This design comes from an exercise in tuning for small area, a short achievable clock period and few clock cycles per item on the open sky130 flow, not from production work.
Where RTL was checked, it was by simulation tests only, not by an equivalence proof against the original.
Function not checked in runs 1 to 4: the RTL went through the layout flow alone.
Power figures rest on the tool's default switching activity, not on a simulated workload.

### flow/config.mk
export PLATFORM = sky130hd
export DESIGN_NAME = scanline_nearest_gap_fill
export DESIGN_NICKNAME = scanline_nearest_gap_fill
export VERILOG_FILES = /design/flow/design.v
export SDC_FILE = /design/flow/constraint.sdc
export NUM_CORES = 4
export LEC_CHECK = 0
export CAP_MARGIN = 20
export CORE_MARGIN = 2
export CORE_UTILIZATION = 40
export SETUP_SLACK_MARGIN = 2.7
export SLEW_MARGIN = 20
### flow/constraint.sdc
create_clock -name core_clock -period 5.0 [get_ports {clock}]
set_input_delay 1.0000 -clock core_clock [delete_from_list [all_inputs] [get_ports {clock}]]
set_output_delay 1.0000 -clock core_clock [all_outputs]
set_load 0.01 [all_outputs]
### flow/design.v
`timescale 1ns / 1ps
package sngf_pkg;
   localparam int CSR_W   = 13;
   localparam int ROW_W   = 12;
   localparam int COL_W   = 12;
   localparam int LEN_W   = 13;
   localparam int COLOR_W = 24;
   localparam logic [CSR_W-1:0] ROW_WIDTH_RESET = 13'd800;
endpackage
`timescale 1ns / 1ps
`timescale 1ns / 1ps
`timescale 1ns / 1ps
`timescale 1ns / 1ps
module scanline_nearest_gap_fill (
   input  logic        clock,
   input  logic        reset,
   input  logic        req_push,
   output logic        req_full,
   input  logic [24:0] req_data,
   output logic        rsp_empty,
   input  logic        rsp_pop,
   output logic [61:0] rsp_data,
   input  logic        csr_valid,
   output logic        csr_ready,
   input  logic [12:0] csr_data
);
   logic [12:0] wid_ff;       
   logic [11:0] col_ff;
   logic [11:0] row_ff;
   logic        seen_ff;
   logic [11:0] scol_ff;      
   logic [23:0] sclr_ff;      
   logic        blk_ff;       
   logic        re_ff;        
   logic        past_ff;      
   logic        tok_ff;       
   logic        gbig_ff;      
   logic        cnz_ff;       
   logic        ov_ff;
   logic [11:0] o_start_ff;
   logic [12:0] o_len_ff;
   logic [11:0] o_row_ff;
   logic [23:0] o_clr_ff;
   logic        o_last_ff;
   logic        pb_ff;        
   logic        pt_ff;        
   logic        odd_ff;       
   logic        sampled;
   logic [23:0] new_clr;
   logic        pend;
   logic        out_free;
   logic        accept;
   logic        tail_s;
   logic [11:0] gap;
   logic [12:0] tail_len;
   logic [12:0] wid_in;
   logic [12:0] col_x;
   logic        load;
   logic        ld_row;
   logic [11:0] n_start;
   logic [12:0] n_len;
   logic [23:0] n_clr;
   logic        n_last;
   logic        n_pb, n_pt, n_odd;
   assign csr_ready = 1'b1;
   assign rsp_empty = !ov_ff;
   assign rsp_data  = {o_start_ff, o_len_ff, o_row_ff, o_clr_ff, o_last_ff};
   assign sampled  = req_data[24];
   assign new_clr  = req_data[23:0];
   assign pend     = pb_ff || pt_ff;
   assign out_free = !ov_ff || rsp_pop;
   assign req_full = blk_ff || ((pend || !out_free) && (sampled || re_ff));
   assign accept   = req_push && !req_full;
   assign tail_s   = re_ff && !past_ff;
   assign col_x    = {1'b0, col_ff};
   assign gap      = col_ff - scol_ff;
   assign tail_len = wid_ff - {1'b0, scol_ff};
   always_comb begin
      if (csr_data == 13'd0)
         wid_in = 13'd1;
      else if (csr_data[12] && (csr_data[11:0] != 12'd0))
         wid_in = 13'd4096;
      else
         wid_in = csr_data;
   end
   always_comb begin
      load    = 1'b0;
      ld_row  = 1'b0;
      n_start = scol_ff;
      n_len   = 13'd1;
      n_clr   = sclr_ff;
      n_last  = 1'b1;
      n_pb    = pb_ff;
      n_pt    = pt_ff;
      n_odd   = odd_ff;
      if (pend) begin
         if (out_free) begin
            load = 1'b1;
            if (pb_ff) begin
               n_start = o_start_ff + o_len_ff[11:0];
               n_len   = o_len_ff + {12'd0, odd_ff};
               n_last  = !pt_ff;
               n_pb    = 1'b0;
            end else begin
               n_pt    = 1'b0;
            end
         end
      end else if (accept) begin
         ld_row = 1'b1;
         if (sampled && !seen_ff) begin
            if (cnz_ff) begin
               load    = 1'b1;
               n_start = 12'd0;
               n_len   = col_x;
               n_clr   = new_clr;
               n_last  = !tail_s;
               n_pt    = tail_s;
            end else if (tail_s) begin
               load    = 1'b1;
               n_start = 12'd0;
               n_clr   = new_clr;
            end
         end else if (sampled) begin
            load = 1'b1;
            if (gbig_ff) begin
               n_len  = {2'b00, gap[11:1]};
               n_last = 1'b0;
               n_pb   = 1'b1;
               n_odd  = gap[0];
               n_pt   = tail_s;
            end else begin
               n_clr  = new_clr;
               n_last = !tail_s;
               n_pt   = tail_s;
            end
         end else if (re_ff && seen_ff && tok_ff) begin
            load  = 1'b1;
            n_len = tail_len;
         end
      end
   end
   always_ff @(posedge clock) begin
      if (reset) begin
         wid_ff  <= sngf_pkg::ROW_WIDTH_RESET;
         col_ff  <= '0;
         row_ff  <= '0;
         seen_ff <= 1'b0;
         blk_ff  <= 1'b0;
         re_ff   <= 1'b0;
         past_ff <= 1'b0;
         cnz_ff  <= 1'b0;
         ov_ff   <= 1'b0;
         pb_ff   <= 1'b0;
         pt_ff   <= 1'b0;
      end else begin
         blk_ff <= csr_valid;
         if (csr_valid) wid_ff <= wid_in;
         if (blk_ff) begin
            re_ff   <= (col_x + 13'd1) >= wid_ff;
            past_ff <= col_x >= wid_ff;
         end else if (accept) begin
            re_ff   <= re_ff ? (wid_ff == 13'd1) : ((col_x + 13'd2) >= wid_ff);
            past_ff <= 1'b0;
         end
         if (accept) begin
            col_ff  <= re_ff ? 12'd0 : col_ff + 12'd1;
            row_ff  <= row_ff + {11'd0, re_ff};
            seen_ff <= !re_ff && (seen_ff || sampled);
            cnz_ff  <= !re_ff;
         end
         if (load)
            ov_ff <= 1'b1;
         else if (rsp_pop)
            ov_ff <= 1'b0;
         pb_ff <= n_pb;
         pt_ff <= n_pt;
      end
   end
   always_ff @(posedge clock) begin
      if (blk_ff)
         tok_ff <= wid_ff > {1'b0, scol_ff};
      else if (accept && sampled)
         tok_ff <= 1'b1;
      if (accept) gbig_ff <= !sampled;
      if (accept && sampled) begin
         scol_ff <= col_ff;
         sclr_ff <= new_clr;
      end
      odd_ff <= n_odd;
      if (load) begin
         o_start_ff <= n_start;
         o_len_ff   <= n_len;
         o_clr_ff   <= n_clr;
         o_last_ff  <= n_last;
      end
      if (ld_row && load) o_row_ff <= row_ff;
   end
endmodule
### flow/run.sh
#!/bin/bash
# synth_recipe.tcl (not shown) runs the flow's synth.tcl, then flattens the netlist and writes it again
# the make line also repeats each setting of config.mk as NAME=value (left out here)
make -C /OpenROAD-flow-scripts/flow DESIGN_CONFIG=/design/flow/config.mk WORK_HOME=/design/flow/orfs CLKGATE_MAP_FILE= SYNTH_SCRIPT=/design/flow/synth_recipe.tcl finish
==> summary.md, run 1 <==
| Metric | Value |
|---|---|
| R2r worst-path depth | 12 |
| CTS tree | done |
| Synth Cell Area | 8810 sq um |
| CP dominant cell by count | buf_6 |
| FF-to-FF setup slack | 2.47 ns |
| CP Class | input pin to output pin |
| WP data required | 4.00 ns |
| Reg2reg start | col_ff[9] |
| Final Cycle Share | 0.534 |
| Asr flop ratio synth | 0 |
| CTS Root Cell | clkbuf_16 |
| CTS buffer count | 17 |
| Synthesized Nets | 988 |
| Leakage | 4.81 nW |
| Max Root-Sink Buffers | 2 |
| Slowest cell delay on critical path | 0.24 ns |
| Crit path to | req_full |
| Flop pwr share | 0.437 |
| # diodes | 0 |
| Placed instance area | 10,300 sq um |
| Post-synthesis sequential area ratio | 0.446 |
| Fin nets | approximately 1,200 |
| Routed Wire Length | roughly 26,000 um |
| CP Data Arrival Time | 1.67 ns |
| Chip height | 152 um |
| Crit-path cells | buf_6, nand2b_4, a22o_4, nand2_2, buf_6 |
| Initial antenna violation count | 0 |
| Drt first pass iters | 5 |
| Post-DR wirelength/cell | 19.7 um |
| Setup violators final | 0 |
| Final TNS setup | 0 ns |
| Slowest CP cell | a22o_4 |
| Yosys warns | 1 |
| Avg Inst Size Synth | 10.2 sq um |
| Clock share of power | 0.394 |
| Htree depth | 4 |
| Core Region | roughly 22,000 sq um |
| I/O pins | 108 |
| R2R Path End | re_ff |
| EDFF count, synth | between 100 and 150 |
| Combinational power share | 0.168 |
| GRT Total Usage | 0.222 |
| Type of origin of the critical path | input pin |
| Initial DRC Count | 500 |
| RSZ-0062 raised after global routing | yes |
| Slew @ Worst Pin | approximately 1.1 ns |
| Dpl hpwl | 17,500 um |
| CTS Sinks | approximately 150 |
| Initial core utilization | 0.406 |
| Power Density | ~260 nW/um^2 |
| Final min period | 2.67 ns |
| Worst Setup SP | rsp_pop |
| Clk slew on worst S/H paths | 0.07 ns |
| Yosys cell types | 80 |
| # hold bufs at CTS | 0 |
| ANT nets after route | 0 |
| Placed cells | 1,228 |
| Worst VDD drop | 0.233 mV |
| Psw | roughly 0.89 mW |
| Total internal power | 2.25 mW |
| Vias in the first global route | 7,235 |
| #FFs+latches synth | 146 |
| Placer Congestion | 0.919 |
| Worst skew pair latency | 0.43 ns |
| Total gr overflow | 0 |
| DRC | 0 |
| First-pass GRT wire length | 40,200 um |
| Status | finished clean |
| Total of max-cap violations | 0 |
| Final cell count without fillers | 1,329 |
| Final clock skew | around 0.012 ns |
| Via/cell ratio | 5.62 |
| CP Max Fanout | 4 |
| CP Capture Type | output pin |
| Relative slew slack | 0.277 |
| Most frequent cells in the layout | edfxtp_1 (101), nor2_1 (64), nand2_1 (64), ha_1 (64), dlygate4sd2_1 (62) |
| Core Util, Final | 0.560 |
| Hold path cells | 0 |
| Die span in x | 152 um |
| Worst Hold Class | flip-flop to flip-flop |
| Synthesized instance count | 865 |
| Proportion of layout cells with a drive suffix above 1 | 0.242 |
| Fin. Hold Viols | 0 |
| Via count | 7,471 |
| Pin count of the biggest net entering global routing | 27 |
| Area delta synth->final | 37.9% |
| Fmax | between 0.3 and 0.4 GHz |
| Post-route design area | roughly 12,000 sq um |
| Sw Ratio | 0.282 |
| Port buffer count | around 110 |
| Final Max Slew Viols | 0 |
| Cell Rows | 54 |
| Commonest non-fill, non-tap cell in the layout | edfxtp_1 |
| Top_reg_cell synth | edfxtp_1 |
| Area of the die | between 20,000 and 25,000 sq um |
[final cells by class]
class	count	area [sq um]
Clock buffer	17	425
Clock inverter	15	144
Fill cell	1863	9540
Inverter	52	221
Multi-Input combinational cell	637	5160
Sequential cell	146	3970
Tap cell	280	350
Timing Repair Buffer	181	1870
Timing Repair inverter	1	7.51
[worst max-delay path: cells and delay by family]
family / cells / cell delay [ns]
AO/OA/AOI/OAI: 1 / 0.24
buffers and inverters: 2 / 0.19
AND/OR/NAND/NOR: 2 / 0.23
[per-layer routing]
layer	GRT usage	share of wire	vias up
li1	-	-	3594
met1	0.287	0.43	3567
met2	0.368	0.48	233
met3	0.0444	0.055	77
met4	0.0882	0.035	0
met5	0	0	-
[metrics by stage]
stage	power, mW	worst slack [ns]	hold WS (ns)
5_1_grt	3.26	2.32	0.500
3_5_place_dp	1.80	1.28	0.458
4_1_cts	3.12	2.33	0.484
3_3_place_gp	1.80	1.26	0.456
2_1_floorplan	1.65	2.41	0.429
6_report	3.14	2.33	0.481
[cells in the mapped netlist (all sizes together), types with 4 or more instances]
| master | number | area share |
|---|---|---|
| edfxtp | 101 | 0.34 |
| ha | 77 | 0.11 |
| nor2 | 69 | 0.030 |
| nand2 | 68 | 0.029 |
| o21ai | 58 | 0.033 |
| a21oi | 52 | 0.030 |
| inv | 51 | 0.022 |
| dfxtp | 45 | 0.10 |
| xnor2 | 27 | 0.027 |
| mux2 | 25 | 0.032 |
| xor2 | 23 | 0.023 |
| nor3 | 19 | 0.011 |
| nand3 | 18 | 0.011 |
| clkbuf | 17 | 0.0072 |
| buf | 14 | 0.010 |
| a21o | 13 | 0.011 |
| a22oi | 13 | 0.011 |
| nand4 | 13 | 0.0092 |
| o21a | 13 | 0.011 |
| or3 | 11 | 0.0081 |
| nand2b | 9 | 0.0064 |
| nor4 | 9 | 0.0071 |
| a211oi | 8 | 0.0074 |
| a31oi | 8 | 0.0057 |
| nor2b | 7 | 0.0050 |
| o31a | 7 | 0.0070 |
| and2 | 6 | 0.0043 |
| and3 | 6 | 0.0043 |
| a221oi | 5 | 0.0057 |
| o2111ai | 5 | 0.0050 |
| a2111oi | 4 | 0.0054 |
| a221o | 4 | 0.0045 |
| a22o | 4 | 0.0050 |
| o22ai | 4 | 0.0028 |
| o31ai | 4 | 0.0034 |
| or2 | 4 | 0.0028 |
[flip-flops by register name, indices dropped and copies added, names as in the netlist, 12 cells and up]
| signal | cells |
|---|---|
| o_clr_ff | 24 |
| sclr_ff | 24 |
| row_ff | 12 |
| wid_ff | 13 |
| o_row_ff | 12 |
| o_len_ff | 13 |
| col_ff | 12 |
| o_start_ff | 12 |
| scol_ff | 12 |
[power groups by stage]
| stage | Clock (mW) | Combinational, mW | Sequential, mW |
|---|---|---|---|
| after floorplan | 0 | 0.249 | 1.40 |
| after global placement | 0 | 0.394 | 1.41 |
| after CTS | 1.26 | 0.490 | 1.37 |
| after global routing | 1.31 | 0.571 | 1.38 |
| final | 1.24 | 0.529 | 1.37 |
| after detailed placement | 0 | 0.398 | 1.41 |
[how the worst min path moves through the flow]
stage | end | from | slack (ns)
final | o_row_ff[9] | row_ff[9] | 0.48
after global routing | o_row_ff[11] | row_ff[11] | 0.50
after CTS | o_row_ff[9] | row_ff[9] | 0.48
after detailed placement | o_row_ff[7] | row_ff[7] | 0.46
after global placement | o_row_ff[7] | row_ff[7] | 0.46
after floorplan | o_row_ff[11] | row_ff[11] | 0.43
[cells by family after synthesis]
| kind of cell | count (synthesis) | share of synthesized area |
|---|---|---|
| and+or+nand+nor | 251 | 0.141 |
| AOI/OAI and AO/OA | 226 | 0.171 |
| DFF | 146 | 0.446 |
| buffers and inverters | 83 | 0.0402 |
| adders and majority gates | 80 | 0.116 |
| xor gates and xnor gates | 50 | 0.0497 |
| muxes | 28 | 0.0354 |
| other | 1 | 0.000426 |
[what timing repair did]
| item | in CTS | in global routing |
|---|---|---|
| endpoints found under the setup margin | 252 | 92 |
| hold endpoints to repair | 0 | 0 |
| pin swaps | 20 | 34 |
| gates cloned | 8 | 1 |
| buffers inserted | 43 | 17 |
| gates resized for setup | 166 | 72 |
==> inputs of run 2 (changes only) <==
--- a/flow/config.mk
+++ b/flow/config.mk
@@ -9,4 +9,3 @@
 export CORE_MARGIN = 2
 export CORE_UTILIZATION = 40
-export SETUP_SLACK_MARGIN = 2.7
 export SLEW_MARGIN = 20
==> run 2 against run 1 <==
Still clean on timing, DRC and antenna. Clock skew fell by 0.00080 ns. Highest routed layer unchanged. Global-route usage fell by 2.8 points. Design area fell by 11%. Combinational power fell by 28%. Critical path type unchanged. Non-clock buffer count fell by 67. Die area did not move. Cell count fell by 5.2%. Wire length fell by 14%. Synthesized cell count did not move.
==> summary.md, run 2 <==
| Metric | Value |
|---|---|
| Area of the die | 23,200 sq um (unchanged) |
| Final TNS setup | 0 ns (unchanged) |
| First-pass GRT wire length | 36,000 um (was 40,200 um) |
| Yosys top cell area share | 0.344 (unchanged) |
| Type of origin of the critical path | input pin (unchanged) |
| Crit path max-delay family | buffers and inverters (was compound AO/OA/AOI/OAI gates) |
| RSZ-0062 raised after global routing | no (was yes) |
| Slew @ Worst Pin | 1.03 ns (was 1.08 ns) |
| Reg2reg start | col_ff[2] (was col_ff[9]) |
| Fin. Hold Viols | 0 (unchanged) |
| Crit-path cells | clkdlybuf4s50_1, buf_4, clkinv_4, a22o_4, nand2_1, clkdlybuf4s50_1 (was buf_6, nand2b_4, a22o_4, nand2_2, buf_6) |
| Top post-synthesis cells by area | edfxtp_1 (34%), ha_1 (11%), dfxtp_1 (10%) (unchanged) |
| Vias in the first global route | 6,675 (was 7,235) |
| Final clock skew | 0.0111 ns (was 0.0119 ns) |
| Routed Wire Length | 22,400 um (was 26,200 um) |
| Synthesized instance count | 865 (unchanged) |
| Chip height | 152 um (unchanged) |
| Top Registers | o_clr_ff (24), sclr_ff (24) (unchanged) |
| Synth area leader | edfxtp_1 (unchanged) |
| Final Max Slew Viols | 0 (unchanged) |
| Total gr overflow | 0 (unchanged) |
| Dpl hpwl | 17,000 um (was 17,500 um) |
| Worst skew pair latency | 0.43 ns (about the same) |
| Htree depth | 4 (unchanged) |
| Initial core utilization | 0.406 (unchanged) |
| Crit path depth | 6 (was 5) |
| # hold bufs at CTS | 0 (unchanged) |
| FF-to-FF setup slack | 1.82 ns (was 2.47 ns) |
| Fmax | 0.265 GHz (was 0.374 GHz) |
| Hold path cells | 0 (unchanged) |
| Commonest cells post-synth | edfxtp_1 (101), ha_1 (77), nor2_1 (68), nand2_1 (67), o21ai_0 (55) (unchanged) |
| CP Data Arrival Time | 2.77 ns (was 1.67 ns) |
| Worst path bufs/invs | 4 (was 2) |
| Slowest cell delay on critical path | 0.54 ns (was 0.24 ns) |
| I/O pins | 108 (unchanged) |
| Synthesized Nets | 988 (unchanged) |
| WP data required | 4.00 ns (about the same) |
| Port buffer count | 106 (unchanged) |
| Core Util, Final | 0.497 (was 0.560) |
| CP Class | input pin to output pin (unchanged) |
| Worst Hold Class | flip-flop to flip-flop (unchanged) |
| Sequential cell area | 3930 sq um (was 3970 sq um) |
| Drt first pass iters | 5 (unchanged) |
| R2R Path End | re_ff (unchanged) |
| GRT Total Usage | 0.194 (was 0.222) |
| Post-synthesis sequential area ratio | 0.446 (unchanged) |
| Most frequent cells in the layout | clkdlybuf4s50_1 (106), edfxtp_1 (101), ha_1 (77) (was edfxtp_1 (101), nor2_1 (64), nand2_1 (64), ha_1 (64), dlygate4sd2_1 (62)) |
| Status | finished clean (unchanged) |
| R2r worst-path depth | 11 (was 12) |
| Setup violators final | 0 (unchanged) |
| Via/cell ratio | 5.59 (was 5.62) |
| Cell Rows | 54 (unchanged) |
| Placer Congestion | 0.937 (was 0.919) |
| Fillers | 1,990 (was 1,863) |
| Area delta synth->final | 22.3% (was 37.9%) |
| Setup Buffers After CTS | 0 (was 43) |
| Clk slew on worst S/H paths | 0.07 ns (about the same) |
| Post-DR wirelength/cell | 17.8 um (was 19.7 um) |
| Yosys warns | 1 (unchanged) |
| Initial antenna violation count | 0 (unchanged) |
| Via count | 7,043 (was 7,471) |
| Max Root-Sink Buffers | 2 (unchanged) |
| Proportion of layout cells with a drive suffix above 1 | 0.0816 (was 0.242) |
| CP Capture Type | output pin (unchanged) |
| Initial DRC Count | 655 (was 500) |
| Slowest CP cell | clkdlybuf4s50_1 (was a22o_4) |
| Final worst slack | 1.23 ns (was 2.33 ns) |
| Top_reg_cell synth | edfxtp_1 (unchanged) |
| Multi-input logic area | 4530 sq um (was 5160 sq um) |
| Commonest non-fill, non-tap cell in the layout | clkdlybuf4s50_1 (was edfxtp_1) |
| Fin nets | 1,090 (was 1,159) |
| Final min period | 3.77 ns (was 2.67 ns) |
| Total of max-cap violations | 0 (unchanged) |
| CTS buffer count | 17 (unchanged) |
| CTS resizes | 0 (was 166) |
| Power Density | 290 nW/um^2 (was 258 nW/um^2) |
| Die span in x | 152 um (unchanged) |
| EDFF count, synth | 101 (unchanged) |
| Asr flop ratio synth | 0 (unchanged) |
| Core Region | 21,700 sq um (unchanged) |
| ANT nets after route | 0 (unchanged) |
| #FFs+latches synth | 146 (unchanged) |
| Final Cycle Share | 0.754 (was 0.534) |
| Pre-CTS setup slack | 1.24 ns (was 1.28 ns) |
| Hold Path Sink | o_row_ff[6] (was o_row_ff[9]) |
| HP Start | row_ff[6] (was row_ff[9]) |
| Most numerous cell in the Yosys netlist | edfxtp_1 (unchanged) |
| Yosys cell types | 80 (unchanged) |
| Total power draw | 3.13 mW (was 3.14 mW) |
| Relative slew slack | 0.310 (was 0.277) |
| # diodes | 0 (unchanged) |
| Avg Inst Size Synth | 10.2 sq um (unchanged) |
| CTS Sinks | 146 (unchanged) |
| CP Max Fanout | 16 (was 4) |
| Pin count of the biggest net entering global routing | 34 (was 27) |
| CTS tree | done (unchanged) |
| CP dominant cell by count | clkdlybuf4s50_1 (was buf_6) |
| CTS Root Cell | clkbuf_16 (unchanged) |
| Worst VDD drop | 0.216 mV (was 0.233 mV) |
| Synth Cell Area | 8810 sq um (unchanged) |
| DRC | 0 (unchanged) |
| Leakage | 4.11 nW (was 4.81 nW) |
run 2: routing by layer:
layer	global-route usage	up-vias	wire, um
met5	0	-	0
met4	0.0547	0	307
met3	0.0373	20	1300
met2	0.311	216	10300
met1	0.270	3367	10500
li1	-	3440	-
run 2: worst reg2reg max path: stages, from the launching register on:
cell and delay [ns]:
dfxtp_1 0.60, ha_1 0.42, nand2_1 0.17, nor2_1 0.20, xor2_1 0.18, ha_1 0.26
a21o_1 0.19, a211oi_1 0.40, nor3b_1 0.26, o211ai_1 0.13, a21boi_1 0.20, a2111oi_2 0.08
run 2: area by class of cell:
cell class              instances  area share
multi-input cells             636       0.421
clock inverters                15      0.0198
inverters                      52      0.0186
clock buffers                  17      0.0395
well taps                     280      0.0325
repair buffers                114       0.104
flip-flops and latches        146       0.365
run 2: worst max-delay path by stage:
stage	endpoint	slack (ns)	start
finish	req_full	1.23	req_data[24]
global route	req_full	1.20	req_data[24]
CTS	req_full	1.24	req_data[24]
detailed placement	req_full	1.24	req_data[24]
global placement	req_full	1.27	req_data[24]
floorplan	o_clr_ff[0]	1.14	req_data[24]
run 2: cell families after synthesis:
kind of cell             after synthesis  share of synthesized area
adder cells (fa/ha/maj)               80                      0.116
flip-flops                           146                      0.446
other                                  1                   0.000426
multiplexers                          28                     0.0354
AO/OA/AOI/OAI                        226                      0.171
XOR/XNOR                              50                     0.0497
buffers and inverters                 83                     0.0402
AND/OR/NAND/NOR                      251                      0.141
run 2: stage by stage:
step / area [sq um] / cells / hold WS [ns]
after global routing: 10800 / 1260 / 0.477
after floorplan: 8810 / 865 / 0.429
after CTS: 10800 / 1260 / 0.469
after global placement: 10100 / 1228 / 0.435
after detailed placement: 10100 / 1228 / 0.451
final: 10800 / 1260 / 0.468
run 2: power by group:
group          internal (mW)  leakage [nW]  switching (mW)
sequential              1.34          1.33          0.0375
clock                  0.810         0.309           0.555
combinational          0.176          2.47           0.206
==> inputs of run 3 (changes only) <==
--- a/flow/config.mk
+++ b/flow/config.mk
@@ -9,3 +9,4 @@
 export CORE_MARGIN = 2
 export CORE_UTILIZATION = 40
+export SETUP_SLACK_MARGIN = 2.35
 export SLEW_MARGIN = 20
==> run 3 against run 2 <==
Still clean. Critical path depth is the same. Sequential share of layout area fell by 0.40 points. Area after synthesis unchanged. First-iteration DRC count is 18% lower. Cell count rose by 1.1%. Register-to-register slack improved by 0.61 ns. Total power shrank 4.0%. Global-route usage increased by 0.73 points. Highest routed layer unchanged.
==> summary.md, run 3 <==
| Metric | Value |
|---|---|
| Status | finished clean (unchanged) |
| Most frequent cells in the layout | clkdlybuf4s50_1 (102), edfxtp_1 (101), ha_1 (76) (was clkdlybuf4s50_1 (106), edfxtp_1 (101), ha_1 (77)) |
| Clk slew on worst S/H paths | 0.06 ns (was 0.07 ns) |
| Die span in x | 152 um (unchanged) |
| CP Data Arrival Time | 1.69 ns (was 2.77 ns) |
| Final clock skew | 0.0103 ns (was 0.0111 ns) |
| RSZ-0062 raised after global routing | yes (was no) |
| Final TNS setup | 0 ns (unchanged) |
| Synthesized Nets | 988 (unchanged) |
| CTS tree | done (unchanged) |
| Top post-synthesis cells by area | edfxtp_1 (34%), ha_1 (11%), dfxtp_1 (10%) (unchanged) |
| Slew @ Worst Pin | 0.598 ns (was 1.03 ns) |
| Leakage | 4.18 nW (was 4.11 nW) |
| Worst Setup SP | req_data[24] (unchanged) |
| Power Density | 273 nW/um^2 (was 290 nW/um^2) |
| Placed instance area | 10,100 sq um (about the same) |
| Chip height | 152 um (unchanged) |
| GRT Total Usage | 0.201 (was 0.194) |
| Dpl hpwl | 17,300 um (was 17,000 um) |
| # hold bufs at CTS | 0 (unchanged) |
| Synth Cell Area | 8810 sq um (unchanged) |
| CP dominant cell by count | buf_6 (was clkdlybuf4s50_1) |
| EDFF count, synth | 101 (unchanged) |
| Total gr overflow | 0 (unchanged) |
| Reg2reg start | col_ff[0] (was col_ff[2]) |
| HP Start | row_ff[11] (was row_ff[6]) |
| Commonest non-fill, non-tap cell in the layout | clkdlybuf4s50_1 (unchanged) |
| Most numerous cell in the Yosys netlist | edfxtp_1 (unchanged) |
| Placer Congestion | 0.921 (was 0.937) |
| CTS Root Cell | clkbuf_16 (unchanged) |
| Yosys top cell area share | 0.344 (unchanged) |
| Avg Inst Size Synth | 10.2 sq um (unchanged) |
| CP Max Fanout | 3 (was 16) |
| # diodes | 0 (unchanged) |
| Top Registers | o_clr_ff (24), sclr_ff (24) (unchanged) |
| Fin nets | 1,104 (was 1,090) |
| Fin. Hold Viols | 0 (unchanged) |
| Port buffer count | 106 (unchanged) |
| Type of origin of the critical path | input pin (unchanged) |
| DRC | 0 (unchanged) |
| Asr flop ratio synth | 0 (unchanged) |
| Drt first pass iters | 5 (unchanged) |
| Slowest CP cell | a22o_4 (was clkdlybuf4s50_1) |
| Synthesized instance count | 865 (unchanged) |
| Htree depth | 4 (unchanged) |
| Final Cycle Share | 0.538 (was 0.754) |
| Proportion of layout cells with a drive suffix above 1 | 0.132 (was 0.0816) |
| WP data required | 4.00 ns (about the same) |
| Post-synthesis sequential area ratio | 0.446 (unchanged) |
| Worst skew pair latency | 0.43 ns (about the same) |
| Initial DRC Count | 536 (was 655) |
| Yosys warns | 1 (unchanged) |
| Pin count of the biggest net entering global routing | 34 (unchanged) |
| Core Region | 21,700 sq um (unchanged) |
| Via/cell ratio | 5.53 (was 5.59) |
| CTS Sinks | 146 (unchanged) |
| Relative slew slack | 0.591 (was 0.310) |
| Area of the die | 23,200 sq um (unchanged) |
| Cell Rows | 54 (unchanged) |
| Post-DR wirelength/cell | 18.3 um (was 17.8 um) |
| CTS buffer count | 17 (unchanged) |
| CP Class | input pin to output pin (unchanged) |
| Commonest cells post-synth | edfxtp_1 (101), ha_1 (77), nor2_1 (68), nand2_1 (67), o21ai_0 (55) (unchanged) |
| Vias in the first global route | 6,796 (was 6,675) |
| ANT nets after route | 0 (unchanged) |
| Total of max-cap violations | 0 (unchanged) |
| Fillers | 1,960 (was 1,990) |
| #FFs+latches synth | 146 (unchanged) |
| Yosys cell types | 80 (unchanged) |
| Final Max Slew Viols | 0 (unchanged) |
| Initial core utilization | 0.406 (unchanged) |
| Setup violators final | 0 (unchanged) |
| Worst Hold Class | flip-flop to flip-flop (unchanged) |
| Initial antenna violation count | 0 (unchanged) |
| Final min period | 2.69 ns (was 3.77 ns) |
| Worst VDD drop | 0.218 mV (was 0.216 mV) |
| Synth area leader | edfxtp_1 (unchanged) |
| CP Capture Type | output pin (unchanged) |
| Post-route design area | 11,000 sq um (was 10,800 sq um) |
| Area delta synth->final | 24.7% (was 22.3%) |
| Top_reg_cell synth | edfxtp_1 (unchanged) |
| Routed Wire Length | 23,300 um (was 22,400 um) |
| Fmax | 0.372 GHz (was 0.265 GHz) |
| Via count | 7,040 (was 7,043) |
| Crit-path cells | buf_6, buf_6, clkinv_8, a22o_4, nand2_4, buf_6 (was clkdlybuf4s50_1, buf_4, clkinv_4, a22o_4, nand2_1, clkdlybuf4s50_1) |
| First-pass GRT wire length | 37,100 um (was 36,000 um) |
| Slowest cell delay on critical path | 0.27 ns (was 0.54 ns) |
| I/O pins | 108 (unchanged) |
| Max Root-Sink Buffers | 2 (unchanged) |
run 3: cell count changes in the layout (fill, tap and decap cells not counted), moves of 4 or more:
cell             delta
buf_4               +9
buf_6               +5
clkdlybuf4s50_1     -4
dfxtp_1            -11
dfxtp_2             +4
dfxtp_4             +7
run 3: where the power goes:
group          internal, mW  switching, mW  total [mW]
Sequential             1.34         0.0383        1.37
Clock                 0.658          0.565        1.22
Combinational         0.186          0.217       0.403
run 3: path summary, 6_finish.rpt:
check | to | slack, ns | depth (start not counted)
min | o_row_ff[11] | 0.46 | 0
max | req_full | 2.31 | 6
min reg2reg | o_row_ff[11] | 0.46 | 0
max reg2reg | o_len_ff[3] | 2.43 | 9
run 3: logic make-up after synthesis:
| logic type | after synthesis | share of synthesized area |
|---|---|---|
| mux | 28 | 0.0354 |
| fa+ha+maj | 80 | 0.116 |
| buf+inv | 83 | 0.0402 |
| compound gates | 226 | 0.171 |
| flops | 146 | 0.446 |
| simple gates | 251 | 0.141 |
| xor+xnor | 50 | 0.0497 |
| other cells | 1 | 0.000426 |
run 3: critical path, delay by kind of cell:
kind | cells | cell delay (ns)
AND/OR/NAND/NOR | 1 | 0.07
AO/OA/AOI/OAI | 1 | 0.27
buffers and inverters | 4 | 0.34
run 3: timing repair:
action	4_1_cts	5_1_grt
gates cloned	1	0
setup endpoints to repair	144	97
buffers inserted	6	7
resized for setup	43	21
pin swaps	3	1
run 3: stage by stage:
step	setup slack (ns)	instances	power, mW	hold WS [ns]	util
after global placement	1.24	1228	1.78	0.442	0.468
after global routing	2.23	1274	3.12	0.480	0.507
after detailed placement	1.23	1228	1.79	0.446	0.468
after floorplan	2.36	865	1.63	0.429	-
final	2.31	1274	3.00	0.455	0.507
after CTS	2.25	1267	3.02	0.459	0.501
run 3: per-layer routing:
layer	global-route usage	part of all wire
met1	0.280	0.46
met2	0.328	0.47
met3	0.0364	0.048
met4	0.0503	0.015
met5	0	0
run 3: cell type report:
| class | instances | area [sq um] | area share |
|---|---|---|---|
| Clock inverter | 15 | 145 | 0.0132 |
| Sequential cell | 146 | 3970 | 0.361 |
| Inverter | 52 | 215 | 0.0196 |
| Clock buffer | 17 | 425 | 0.0387 |
| Multi-Input combinational cell | 637 | 4650 | 0.424 |
| Tap cell | 280 | 350 | 0.0319 |
| Timing Repair Buffer | 127 | 1230 | 0.112 |
==> inputs of run 4 (changes only) <==
--- a/flow/config.mk
+++ b/flow/config.mk
@@ -9,4 +9,5 @@
 export CORE_MARGIN = 2
 export CORE_UTILIZATION = 40
+export CTS_BUF_LIST = sky130_fd_sc_hd__clkbuf_4 sky130_fd_sc_hd__clkbuf_8
 export SETUP_SLACK_MARGIN = 2.35
 export SLEW_MARGIN = 20
==> run 4 against run 3 <==
Sequential power about the same. Via count increased by 0.36%. Sequential cell count unchanged. Total power decreased by 11%.
==> summary.md, run 4 <==
| Metric | Value |
|---|---|
| Status | finished clean (unchanged) |
| Hold Path Sink | o_row_ff[11] (unchanged) |
| Commonest non-fill, non-tap cell in the layout | clkdlybuf4s50_1 (unchanged) |
| Htree depth | 4 (unchanged) |
| Hold path cells | 0 (unchanged) |
| Synth Cell Area | 8810 sq um (unchanged) |
| Via count | 7,065 (was 7,040) |
| Proportion of layout cells with a drive suffix above 1 | 0.143 (was 0.132) |
| HP Start | row_ff[11] (unchanged) |
| Synthesized Nets | 988 (unchanged) |
| Total gr overflow | 0 (unchanged) |
| Slew @ Worst Pin | 0.873 ns (was 0.598 ns) |
| Most numerous cell in the Yosys netlist | edfxtp_1 (unchanged) |
| Initial antenna violation count | 0 (unchanged) |
| Most frequent cells in the layout | clkdlybuf4s50_1 (102), edfxtp_1 (101), ha_1 (76) (unchanged) |
| Setup violators final | 0 (unchanged) |
| CP Class | input pin to output pin (unchanged) |
| Area of the die | 23,200 sq um (unchanged) |
| First-pass GRT wire length | 36,800 um (was 37,100 um) |
| Commonest cells post-synth | edfxtp_1 (101), ha_1 (77), nor2_1 (68), nand2_1 (67), o21ai_0 (55) (unchanged) |
| Yosys cell types | 80 (unchanged) |
| CTS buffer count | 17 (unchanged) |
| Max Root-Sink Buffers | 2 (unchanged) |
| Top Registers | o_clr_ff (24), sclr_ff (24) (unchanged) |
| DRC | 0 (unchanged) |
| CTS Sinks | 146 (unchanged) |
| Fillers | 1,972 (was 1,960) |
| Cell Rows | 54 (unchanged) |
| GRT Total Usage | 0.200 (was 0.201) |
| Vias in the first global route | 6,763 (was 6,796) |
| CTS tree | done (unchanged) |
| Port buffer count | 106 (unchanged) |
| CP Max Fanout | 3 (unchanged) |
| Final Max Slew Viols | 0 (unchanged) |
| Dpl hpwl | 17,300 um (unchanged) |
| Synth area leader | edfxtp_1 (unchanged) |
| Reg2reg start | wid_ff[0] (was col_ff[0]) |
| Initial DRC Count | 594 (was 536) |
| Total of max-cap violations | 0 (unchanged) |
| Final clock skew | 0.0173 ns (was 0.0103 ns) |
| Avg Inst Size Synth | 10.2 sq um (unchanged) |
| Top post-synthesis cells by area | edfxtp_1 (34%), ha_1 (11%), dfxtp_1 (10%) (unchanged) |
| Initial core utilization | 0.406 (unchanged) |
| Fin nets | 1,113 (was 1,104) |
| Top_reg_cell synth | edfxtp_1 (unchanged) |
| Chip height | 152 um (unchanged) |
| Post-synthesis sequential area ratio | 0.446 (unchanged) |
| Core Region | 21,700 sq um (unchanged) |
| CP Capture Type | output pin (unchanged) |
| #FFs+latches synth | 146 (unchanged) |
| R2R Path End | o_len_ff[8] (was o_len_ff[3]) |
| Synthesized instance count | 865 (unchanged) |
| FF-to-FF setup slack | 2.43 ns (about the same) |
| Type of origin of the critical path | input pin (unchanged) |
| Final min period | 2.70 ns (was 2.69 ns) |
| I/O pins | 108 (unchanged) |
| Final Cycle Share | 0.541 (was 0.538) |
| Die span in x | 152 um (unchanged) |
| Yosys warns | 1 (unchanged) |
| WP data required | 4.00 ns (about the same) |
| Relative slew slack | 0.417 (was 0.591) |
| # diodes | 0 (unchanged) |
| EDFF count, synth | 101 (unchanged) |
| Placer Congestion | 0.921 (unchanged) |
| Pin count of the biggest net entering global routing | 34 (unchanged) |
| Core Util, Final | 0.501 (was 0.507) |
| Fmax | 0.370 GHz (was 0.372 GHz) |
| Clk slew on worst S/H paths | 0.09 ns (was 0.06 ns) |
| Leakage | 4.14 nW (was 4.18 nW) |
| Final cell count without fillers | 1,283 (was 1,274) |
| Power Density | 245 nW/um^2 (was 273 nW/um^2) |
| CTS Root Cell | clkbuf_8 (was clkbuf_16) |
| Fin. Hold Viols | 0 (unchanged) |
| Final TNS setup | 0 ns (unchanged) |
| ANT nets after route | 0 (unchanged) |
| Worst skew pair latency | 0.46 ns (was 0.43 ns) |
| Worst Hold Class | flip-flop to flip-flop (unchanged) |
| Post-route design area | 10,900 sq um (was 11,000 sq um) |
| Hold Worst Slack | 0.461 ns (was 0.455 ns) |
| Asr flop ratio synth | 0 (unchanged) |
| R2r worst-path depth | 10 (was 9) |
| Area delta synth->final | 23.3% (was 24.7%) |
| Worst VDD drop | 0.188 mV (was 0.218 mV) |
| Placed instance area | 10,100 sq um (unchanged) |
| Routed Wire Length | 23,400 um (was 23,300 um) |
| Placed cells | 1,228 (unchanged) |
| CP Data Arrival Time | 1.70 ns (was 1.69 ns) |
| Yosys top cell area share | 0.344 (unchanged) |
| Drt first pass iters | 5 (unchanged) |
| Post-DR wirelength/cell | 18.2 um (was 18.3 um) |
| RSZ-0062 raised after global routing | yes (unchanged) |
| Via/cell ratio | 5.51 (was 5.53) |
run 4: changes by cell type in the layout (fill, tap and decap cells not counted), sizes merged:
cell / previous run / this run
clkbuf: 18 / 17
buf: 24 / 34
run 4: cell families after synthesis:
logic type	synth area share
xor gates and xnor gates	0.0497
buffers and inverters	0.0402
adders and majority gates	0.116
muxes	0.0354
other	0.000426
AOI/OAI and AO/OA	0.171
DFF	0.446
and+or+nand+nor	0.141
run 4: layout make-up:
type	instances	area (sq um)	share of cell area
timing repair buffer	136	1290	0.119
tap	280	350	0.0322
clock buffer	17	234	0.0215
clock inverter	15	145	0.0134
inverter	52	215	0.0198
multi-input combinational	637	4660	0.429
sequential	146	3970	0.365
run 4: metrics by stage:
| stage | total power [mW] | setup WS (ns) |
|---|---|---|
| global route | 2.78 | 2.28 |
| global placement | 1.78 | 1.24 |
| floorplan | 1.63 | 2.36 |
| CTS | 2.68 | 2.28 |
| detailed placement | 1.79 | 1.23 |
| finish | 2.66 | 2.30 |
run 4: worst max-delay path by stage:
stage              endpoint          from  slack [ns]  cells past startpoint
4_1_cts            req_full  req_data[24]        2.28                      6
5_1_grt            req_full  req_data[24]        2.28                      6
6_report           req_full  req_data[24]        2.30                      6
3_3_place_gp       req_full  req_data[24]        1.24                      6
2_1_floorplan  o_clr_ff[10]  req_data[24]        2.36                      7
3_5_place_dp       req_full  req_data[24]        1.23                      6
run 4: worst max-delay path, cell delays in order:
cell and delay (ns):
buf_6 0.07, buf_6 0.12, clkinv_8 0.05, a22o_4 0.27, nand2_2 0.08, buf_6 0.10
run 4: repair_timing:
| action | 4_1_cts | 5_1_grt |
|---|---|---|
| hold buffers | 0 | 0 |
| resized for setup | 44 | 23 |
| endpoints found under the setup margin | 137 | 88 |
| setup buffers | 6 | 16 |
| gates cloned | 1 | 0 |
| pin swaps | 3 | 1 |
run 4: layer usage:
metal	track usage	share of wire
met1	0.278	0.47
met2	0.328	0.48
met3	0.0356	0.043
met4	0.0437	0.012
met5	0	0
run 4: where the power goes:
part	internal, mW	leakage [nW]	switching, mW
registers	1.33	1.34	0.0376
clock network	0.366	0.187	0.516
logic	0.187	2.62	0.218
total	1.89	4.14	0.772
==> inputs of run 5 (changes only) <==
--- a/flow/design.v
+++ b/flow/design.v
@@ -37,8 +37,8 @@
    logic        gbig_ff;      
    logic        cnz_ff;       
+   logic        rinc_ff;      
    logic        ov_ff;
    logic [11:0] o_start_ff;
    logic [12:0] o_len_ff;
-   logic [11:0] o_row_ff;
    logic [23:0] o_clr_ff;
    logic        o_last_ff;
@@ -57,5 +57,5 @@
    logic [12:0] col_x;
    logic        load;
-   logic        ld_row;
+   logic        row_inc;
    logic [11:0] n_start;
    logic [12:0] n_len;
@@ -65,5 +65,5 @@
    assign csr_ready = 1'b1;
    assign rsp_empty = !ov_ff;
-   assign rsp_data  = {o_start_ff, o_len_ff, o_row_ff, o_clr_ff, o_last_ff};
+   assign rsp_data  = {o_start_ff, o_len_ff, row_ff, o_clr_ff, o_last_ff};
    assign sampled  = req_data[24];
    assign new_clr  = req_data[23:0];
@@ -73,4 +73,5 @@
    assign accept   = req_push && !req_full;
    assign tail_s   = re_ff && !past_ff;
+   assign row_inc  = rinc_ff && out_free && !pend;
    assign col_x    = {1'b0, col_ff};
    assign gap      = col_ff - scol_ff;
@@ -86,5 +87,4 @@
    always_comb begin
       load    = 1'b0;
-      ld_row  = 1'b0;
       n_start = scol_ff;
       n_len   = 13'd1;
@@ -107,5 +107,4 @@
          end
       end else if (accept) begin
-         ld_row = 1'b1;
          if (sampled && !seen_ff) begin
             if (cnz_ff) begin
@@ -145,4 +144,5 @@
          col_ff  <= '0;
          row_ff  <= '0;
+         rinc_ff <= 1'b0;
          seen_ff <= 1'b0;
          blk_ff  <= 1'b0;
@@ -165,8 +165,9 @@
          if (accept) begin
             col_ff  <= re_ff ? 12'd0 : col_ff + 12'd1;
-            row_ff  <= row_ff + {11'd0, re_ff};
             seen_ff <= !re_ff && (seen_ff || sampled);
             cnz_ff  <= !re_ff;
          end
+         row_ff  <= row_ff + {11'd0, row_inc};
+         rinc_ff <= (accept && re_ff) || (rinc_ff && !row_inc);
          if (load)
             ov_ff <= 1'b1;
@@ -194,5 +195,4 @@
          o_last_ff  <= n_last;
       end
-      if (ld_row && load) o_row_ff <= row_ff;
    end
 endmodule
==> run 5 against run 4 <==
Total power down 3.7%. Largest cell class unchanged. Cell count fell by 1.2%. Still clean. Design area fell by 2.3%. First-iteration DRC count shrank 8.6%. Global-route usage is 1.1 points higher. Clock power up 3.7%. Sequential cell count fell by 11. Die area decreased by 3.7%. Critical path type unchanged. Setup slack gained 0.064 ns. Register-to-register slack about the same. Largest power group unchanged. Maximum frequency increased by 2.4%. Clock skew down 0.0021 ns. Critical endpoint unchanged.
==> summary.md, run 5 <==
| Metric | Value |
|---|---|
| Status | finished clean (unchanged) |
| Final Cycle Share | 0.528 (was 0.541) |
| Post-synthesis sequential area ratio | 0.424 (was 0.446) |
| Dpl hpwl | 17,600 um (was 17,300 um) |
| HP Start | rinc_ff (was row_ff[11]) |
| RSZ-0062 raised after global routing | yes (unchanged) |
| Port buffer count | 106 (unchanged) |
| Drt first pass iters | 5 (unchanged) |
| Reg2reg start | col_ff[2] (was wid_ff[0]) |
| #FFs+latches synth | 135 (was 146) |
| Hold path cells | 2 (was 0) |
| Hold Path Sink | rinc_ff (was o_row_ff[11]) |
| Synth area leader | edfxtp_1 (unchanged) |
| Commonest cells post-synth | edfxtp_1 (89), ha_1 (77), nand2_1 (68), nor2_1 (65), a21oi_1 (56) (was edfxtp_1 (101), ha_1 (77), nor2_1 (68), nand2_1 (67), o21ai_0 (55)) |
| Synthesized instance count | 860 (was 865) |
| Synth Cell Area | 8480 sq um (was 8810 sq um) |
| Post-DR wirelength/cell | 19.0 um (was 18.2 um) |
| Worst Hold Class | flip-flop to flip-flop (unchanged) |
| Chip height | 150 um (was 152 um) |
| Via/cell ratio | 5.62 (was 5.51) |
| Routed Wire Length | 24,100 um (was 23,400 um) |
| Final cell count without fillers | 1,268 (was 1,283) |
| Asr flop ratio synth | 0 (unchanged) |
| Final Max Slew Viols | 0 (unchanged) |
| Multi-input logic area | 4790 sq um (was 4660 sq um) |
| Final clock skew | 0.0152 ns (was 0.0173 ns) |
| CTS buffer count | 17 (unchanged) |
| Worst VDD drop | 0.150 mV (was 0.188 mV) |
| CP Max Fanout | 3 (unchanged) |
| Pre-CTS setup slack | 1.35 ns (was 1.23 ns) |
| Power Density | 241 nW/um^2 (was 245 nW/um^2) |
| R2r worst-path depth | 9 (was 10) |
| DRC | 0 (unchanged) |
| Pin count of the biggest net entering global routing | 48 (was 34) |
| Leakage | 4.05 nW (was 4.14 nW) |
| Total of max-cap violations | 0 (unchanged) |
| FF-to-FF setup slack | 2.42 ns (was 2.43 ns) |
| Placer Congestion | 0.914 (was 0.921) |
| CTS Sinks | 135 (was 146) |
| Total gr overflow | 0 (unchanged) |
| Fillers | 1,966 (was 1,972) |
| Synthesized Nets | 983 (was 988) |
| Yosys warns | 1 (unchanged) |
| Yosys top cell area share | 0.315 (was 0.344) |
| Top Registers | o_clr_ff (24), sclr_ff (24) (unchanged) |
| Sequential cell area | 3620 sq um (was 3970 sq um) |
| CP Capture Type | output pin (unchanged) |
| Proportion of layout cells with a drive suffix above 1 | 0.123 (was 0.143) |
| Slew @ Worst Pin | 0.891 ns (was 0.873 ns) |
| Top post-synthesis cells by area | edfxtp_1 (32%), ha_1 (11%), dfxtp_1 (11%) (was edfxtp_1 (34%), ha_1 (11%), dfxtp_1 (10%)) |
| CTS tree | done (unchanged) |
| CTS Root Cell | clkbuf_8 (unchanged) |
| Area delta synth->final | 25.2% (was 23.3%) |
| Avg Inst Size Synth | 9.86 sq um (was 10.2 sq um) |
| Final TNS setup | 0 ns (unchanged) |
| EDFF count, synth | 89 (was 101) |
| Relative slew slack | 0.406 (was 0.417) |
| Fmax | 0.379 GHz (was 0.370 GHz) |
| Placed cells | 1,212 (was 1,228) |
| R2R Path End | o_len_ff[6] (was o_len_ff[8]) |
| Commonest non-fill, non-tap cell in the layout | clkdlybuf4s50_1 (unchanged) |
| GRT Total Usage | 0.211 (was 0.200) |
| Yosys cell types | 74 (was 80) |
| Final worst slack | 2.36 ns (was 2.30 ns) |
| First-pass GRT wire length | 36,100 um (was 36,800 um) |
| I/O pins | 108 (unchanged) |
| Area of the die | 22,400 sq um (was 23,200 sq um) |
| Initial DRC Count | 543 (was 594) |
| CP Data Arrival Time | 1.64 ns (was 1.70 ns) |
| Via count | 7,122 (was 7,065) |
| Most numerous cell in the Yosys netlist | edfxtp_1 (unchanged) |
| Top_reg_cell synth | edfxtp_1 (unchanged) |
| ANT nets after route | 0 (unchanged) |
| Die span in x | 150 um (was 152 um) |
| Fin nets | 1,103 (was 1,113) |
| Type of origin of the critical path | input pin (unchanged) |
| Fin. Hold Viols | 0 (unchanged) |
| Vias in the first global route | 6,634 (was 6,763) |
| # diodes | 0 (unchanged) |
| Worst skew pair latency | 0.44 ns (was 0.46 ns) |
| # hold bufs at CTS | 0 (unchanged) |
| Setup violators final | 0 (unchanged) |
| CP Class | input pin to output pin (unchanged) |
| Initial antenna violation count | 0 (unchanged) |
| Cell Rows | 53 (was 54) |
| Htree depth | 4 (unchanged) |
| Initial core utilization | 0.406 (about the same) |
| Most frequent cells in the layout | clkdlybuf4s50_1 (102), edfxtp_1 (89), ha_1 (75) (was clkdlybuf4s50_1 (102), edfxtp_1 (101), ha_1 (76)) |
| Core Region | 20,900 sq um (was 21,700 sq um) |
| WP data required | 4.00 ns (about the same) |
| Max Root-Sink Buffers | 2 (unchanged) |
| Clk slew on worst S/H paths | 0.08 ns (was 0.09 ns) |
| Final min period | 2.64 ns (was 2.70 ns) |
==> run 5: metal layers <==
layer | share of wire | GRT usage
met2 | 0.49 | 0.357
met1 | 0.44 | 0.277
met4 | 0.024 | 0.0752
met3 | 0.042 | 0.0284
met5 | 0 | 0
==> run 5: per-stage QoR <==
stage          power [mW]   util  hold slack, ns  instance area [sq um]
6_report             2.56  0.508           0.478                  10600
3_3_place_gp         1.64  0.469           0.462                   9790
3_5_place_dp         1.64  0.469           0.466                   9790
4_1_cts              2.57  0.499           0.476                  10400
2_1_floorplan        1.50      -           0.429                   8500
5_1_grt              2.67  0.508           0.510                  10600
==> run 5: worst max-delay path, stage by stage <==
cell and delay, ns:
buf_6 0.07, nand2b_4 0.15, a21oi_4 0.06, or2_4 0.24, buf_6 0.12
==> run 5: layout make-up <==
class / count / area share
inverter: 42 / 0.0152
timing repair buffer: 136 / 0.122
tap: 275 / 0.0324
clock buffer: 18 / 0.0228
clock inverter: 14 / 0.0154
sequential: 135 / 0.341
multi-input combinational: 647 / 0.451
timing repair inverter: 1 / 0.000472
==> run 5: report_power, final <==
group	internal [mW]	total (mW)	switching (mW)
clock	0.460	0.915	0.455
sequential	1.23	1.27	0.0385
combinational	0.174	0.380	0.206
total	1.86	2.56	0.699
==> run 5: worst max-delay path by stage <==
stage	start	endpoint	slack, ns	depth (start not counted)
2_1_floorplan	rsp_pop	sclr_ff[0]	2.36	7
3_3_place_gp	rsp_pop	req_full	1.36	5
3_5_place_dp	rsp_pop	req_full	1.35	5
4_1_cts	req_data[24]	req_full	2.29	5
5_1_grt	col_ff[1]	re_ff	2.28	10
6_report	rsp_pop	req_full	2.36	5
==> run 5: logic make-up after synthesis <==
kind of cell,Yosys count,synth area share
adders and majority gates,80,0.121
xor gates and xnor gates,57,0.0589
buffers and inverters,79,0.0381
other,1,0.000442
AOI/OAI and AO/OA,222,0.172
muxes,27,0.0354
DFF,135,0.424
and+or+nand+nor,259,0.151
==> run 5: repair_timing <==
| action | 4_1_cts | 5_1_grt |
|---|---|---|
| cloned | 1 | 1 |
| buffers inserted | 8 | 14 |
| pin swaps | 4 | 8 |
| setup endpoints to repair | 132 | 57 |
| resized for setup | 55 | 18 |
Testbench counts of run 5, summed over its fixed seeds: cycles 27,221, runs 12,397.
==> inputs of run 6 (changes only) <==
==> flow/flow/run.sh (new file) <==
#!/bin/bash
# The standard layout, with the ports buffered by a plain buffer cell
# (buffer_ports otherwise picks sky130_fd_sc_hd__clkdlybuf4s50_1).
set -euo pipefail
export BUFFER_PORTS_ARGS="-buffer_cell sky130_fd_sc_hd__buf_2"
bash standard.sh > standard_flow.log 2>&1
==> flow/standard.sh (new file) <==
#!/bin/bash
# synth_recipe.tcl (not shown) runs the flow's synth.tcl, then flattens the netlist and writes it again
# the make line also repeats each setting of config.mk as NAME=value (left out here)
make -C /OpenROAD-flow-scripts/flow DESIGN_CONFIG=/design/flow/config.mk WORK_HOME=/design/flow/orfs CLKGATE_MAP_FILE= SYNTH_SCRIPT=/design/flow/synth_recipe.tcl "${@:-finish}"
removed: flow/run.sh
==> run 6 against run 5 <==
Maximum frequency fell by 0.31%. Sequential share of layout area rose by 2.0 points. Combinational power fell by 8.4%. Largest cell class unchanged. Non-clock buffer count fell by 13. Still clean. Highest routed layer unchanged. Clock skew fell by 0.0016 ns. Critical endpoint unchanged.
==> summary.md, run 6 <==
| Metric | Value |
|---|---|
| Hold Path Sink | rinc_ff (unchanged) |
| WP data required | 4.00 ns (about the same) |
| Port buffer count | 106 (unchanged) |
| Max Root-Sink Buffers | 2 (unchanged) |
| Hold path cells | 2 (unchanged) |
| Total of max-cap violations | 0 (unchanged) |
| Core Region | 20,900 sq um (unchanged) |
| Psw | 0.708 mW (was 0.699 mW) |
| Area delta synth->final | 18.3% (was 25.2%) |
| Synth area leader | edfxtp_1 (unchanged) |
| First-pass GRT wire length | 37,500 um (was 36,100 um) |
| Avg Inst Size Synth | 9.86 sq um (unchanged) |
| Crit-path cells | buf_16, nor2_4, a21oi_4, or2_4, buf_6 (was buf_6, nand2b_4, a21oi_4, or2_4, buf_6) |
| RSZ-0062 raised after global routing | yes (unchanged) |
| Synthesized Nets | 983 (unchanged) |
| Synth Cell Area | 8480 sq um (unchanged) |
| Slowest CP cell | or2_4 (unchanged) |
| Post-synthesis sequential area ratio | 0.424 (unchanged) |
| # diodes | 0 (unchanged) |
| Slowest cell delay on critical path | 0.26 ns (was 0.24 ns) |
| R2r worst-path depth | 10 (was 9) |
| Vias in the first global route | 6,933 (was 6,634) |
| Fin. Hold Viols | 0 (unchanged) |
| Most numerous cell in the Yosys netlist | edfxtp_1 (unchanged) |
| Dpl hpwl | 17,400 um (was 17,600 um) |
| Type of origin of the critical path | input pin (unchanged) |
| Final Cycle Share | 0.530 (was 0.528) |
| Most frequent cells in the layout | buf_2 (103), edfxtp_1 (89), ha_1 (74) (was clkdlybuf4s50_1 (102), edfxtp_1 (89), ha_1 (75)) |
| Initial core utilization | 0.406 (unchanged) |
| Final min period | 2.65 ns (was 2.64 ns) |
| Commonest non-fill, non-tap cell in the layout | buf_2 (was clkdlybuf4s50_1) |
| Final cell count without fillers | 1,255 (was 1,268) |
| Leakage | 4.04 nW (was 4.05 nW) |
| Pin count of the biggest net entering global routing | 48 (unchanged) |
| I/O pins | 108 (unchanged) |
| Synthesized instance count | 860 (unchanged) |
| GRT Total Usage | 0.218 (was 0.211) |
| CTS buffer count | 17 (unchanged) |
| Commonest cells post-synth | edfxtp_1 (89), ha_1 (77), nand2_1 (68), nor2_1 (65), a21oi_1 (56) (unchanged) |
| Slew @ Worst Pin | 0.913 ns (was 0.891 ns) |
| Yosys cell types | 74 (unchanged) |
| Cell Rows | 53 (unchanged) |
| Initial antenna violation count | 0 (unchanged) |
| Drt first pass iters | 5 (unchanged) |
| #FFs+latches synth | 135 (unchanged) |
| Placed cells | 1,206 (was 1,212) |
| Setup violators final | 0 (unchanged) |
| R2R Path End | o_len_ff[8] (was o_len_ff[6]) |
| Worst path bufs/invs | 2 (unchanged) |
| Clk slew on worst S/H paths | 0.08 ns (about the same) |
| Final Max Slew Viols | 0 (unchanged) |
| ANT nets after route | 0 (unchanged) |
| Flop pwr share | 0.499 (was 0.494) |
| Power Density | 252 nW/um^2 (was 241 nW/um^2) |
| Die span in x | 150 um (unchanged) |
| Total internal power | 1.82 mW (was 1.86 mW) |
| Top Registers | o_clr_ff (24), sclr_ff (24) (unchanged) |
| Yosys warns | 1 (unchanged) |
| CTS Root Cell | clkbuf_8 (unchanged) |
| Crit path max-delay family | simple AND/OR/NAND/NOR gates (unchanged) |
| CP Data Arrival Time | 1.65 ns (was 1.64 ns) |
| Post-DR wirelength/cell | 19.2 um (was 19.0 um) |
| Chip height | 150 um (unchanged) |
| Final TNS setup | 0 ns (unchanged) |
| DRC | 0 (unchanged) |
| Asr flop ratio synth | 0 (unchanged) |
| Via/cell ratio | 5.62 (about the same) |
| Core Util, Final | 0.480 (was 0.508) |
| Top post-synthesis cells by area | edfxtp_1 (32%), ha_1 (11%), dfxtp_1 (11%) (unchanged) |
| Final clock skew | 0.0136 ns (was 0.0152 ns) |
| Worst VDD drop | 0.145 mV (was 0.150 mV) |
| CP Capture Type | output pin (unchanged) |
| Fmax | 0.378 GHz (was 0.379 GHz) |
| Combinational power share | 0.137 (was 0.148) |
| Via count | 7,053 (was 7,122) |
| Clock share of power | 0.364 (was 0.357) |
| Reg2reg start | wid_ff[0] (was col_ff[2]) |
| Fin nets | 1,090 (was 1,103) |
| Placer Congestion | 0.912 (was 0.914) |
| CTS tree | done (unchanged) |
| CP Class | input pin to output pin (unchanged) |
| Htree depth | 4 (unchanged) |
| Top_reg_cell synth | edfxtp_1 (unchanged) |
| Area of the die | 22,400 sq um (unchanged) |
| # hold bufs at CTS | 0 (unchanged) |
| Sw Ratio | 0.280 (was 0.273) |
| Worst Hold Class | flip-flop to flip-flop (unchanged) |
| Routed Wire Length | 24,100 um (about the same) |
| HP Start | rinc_ff (unchanged) |
| Relative slew slack | 0.391 (was 0.406) |
| CP Max Fanout | 3 (unchanged) |
| FF-to-FF setup slack | 2.44 ns (was 2.42 ns) |
| Proportion of layout cells with a drive suffix above 1 | 0.213 (was 0.123) |
| CTS Sinks | 135 (unchanged) |
| Initial DRC Count | 414 (was 543) |
| Worst skew pair latency | 0.45 ns (was 0.44 ns) |
| EDFF count, synth | 89 (unchanged) |
| Status | finished clean (unchanged) |
| Total gr overflow | 0 (unchanged) |
| Yosys top cell area share | 0.315 (unchanged) |
==> run 6: changes by cell type in the layout (fill, tap and decap cells not counted), sizes merged <==
| cell | before | now |
|---|---|---|
| clkdlybuf4s50 | 102 | 0 |
| buf | 34 | 122 |
| clkinv | 2 | 7 |
| clkinvlp | 7 | 2 |
| bufbuf | 0 | 1 |
| clkbuf | 18 | 17 |
| inv | 46 | 47 |
==> run 6: area by class of cell <==
| class | instances | area (sq um) |
|---|---|---|
| repair inverters | 1 | 7.51 |
| clock inverters | 15 | 165 |
| inverters | 42 | 161 |
| repair buffers | 123 | 722 |
| multi-input cells | 647 | 4770 |
| fillers | 2002 | 10900 |
| well taps | 275 | 344 |
| clock buffers | 17 | 234 |
| flip-flops and latches | 135 | 3620 |
==> run 6: cells by family after synthesis <==
logic type               Yosys count  share of synthesized area
other                              1                   0.000442
flip-flops                       135                      0.424
XOR/XNOR                          57                     0.0589
buffers and inverters             79                     0.0381
adder cells (fa/ha/maj)           80                      0.121
multiplexers                      27                     0.0354
AND/OR/NAND/NOR                  259                      0.151
AO/OA/AOI/OAI                    222                      0.172
==> run 6: worst max-delay path by stage <==
stage	startpoint	end	slack, ns	cells past startpoint
floorplan	rsp_pop	sclr_ff[0]	2.36	7
global placement	req_data[24]	sclr_ff[17]	1.36	7
detailed placement	req_data[24]	sclr_ff[17]	1.30	7
CTS	rsp_pop	req_full	2.32	5
global route	col_ff[4]	re_ff	2.25	10
finish	req_data[24]	req_full	2.35	5
==> run 6: power groups by stage <==
stage               sequential, mW  combinational [mW]  clock [mW]
floorplan                     1.28               0.213           0
global placement              1.29               0.312           0
detailed placement            1.29               0.312           0
CTS                           1.26               0.334       0.941
global route                  1.27               0.385       0.983
finish                        1.26               0.348       0.921
==> run 6: what timing repair did <==
item / 4_1_cts / 5_1_grt
endpoints found under the setup margin: 117 / 39
resized for setup: 45 / 18
cloned: 3 / 0
pin swaps: 2 / 5
setup buffers: 10 / 4
==> run 6: metal layers <==
| layer | GRT usage | part of all wire | up-vias |
|---|---|---|---|
| li1 | - | - | 3438 |
| met1 | 0.270 | 0.42 | 3391 |
| met2 | 0.378 | 0.50 | 182 |
| met3 | 0.0363 | 0.045 | 42 |
| met4 | 0.0848 | 0.028 | 0 |
| met5 | 0 | 0 | - |
==> run 6: stage by stage <==
step                setup WS [ns]  hold WS (ns)  total power [mW]  area, sq um
finish                       2.35         0.499              2.53        10000
global route                 2.25         0.527              2.64        10000
CTS                          2.32         0.494              2.54         9900
detailed placement           1.30         0.480              1.60         9220
global placement             1.36         0.464              1.60         9220
floorplan                    2.36         0.429              1.50         8500
==> run 6: tightest hold or removal path, cell delays in order (launching register included) <==
cell and delay [ns]:
dfxtp_1 0.31, o21ai_0 0.08, a21oi_1 0.07

==> port drivers added, routing unchanged <==
Ports are ideal in the flow. The routed layouts listed here were re-timed in OpenROAD. Step 1 (the two cells are an assumption about what drives the block):
set clk [get_ports {clock}]
set_driving_cell -lib_cell sky130_fd_sc_hd__clkbuf_16 $clk
set_driving_cell -lib_cell sky130_fd_sc_hd__buf_2 [delete_from_list [all_inputs] $clk]
Step 2 also shifts input and output timing later by t, the mid clock arrival at the registers, as if the neighbouring blocks saw the same clock. Slacks: ideal ports / drivers / drivers and shift; pairs: ideal ports / drivers.
run	t, ns	setup slack, ns	hold WS [ns]	worst slew at a driven data input, ns	pins driven straight from the clock port
run 1	0.474	2.328 / 2.282 / 2.108	0.481 / 0.481 / 0.481	0.06	1
run 2	0.464	1.228 / 1.177 / 1.177	0.468 / 0.469 / 0.469	0.05	1
run 3	0.468	2.309 / 2.270 / 1.944	0.455 / 0.455 / 0.455	0.05	1
run 4	0.492	2.297 / 2.257 / 1.910	0.461 / 0.461 / 0.461	0.05	1
run 5	0.476	2.361 / 2.296 / 1.910	0.478 / 0.478 / 0.478	0.06	1
run 6	0.487	2.352 / 2.251 / 1.909	0.499 / 0.499 / 0.499	0.15	1
After both steps setup and hold are still met in every run listed. For run 5, which loses most, drivers alone change the setup slack by -0.065 ns; drivers and shift together by -0.451 ns.
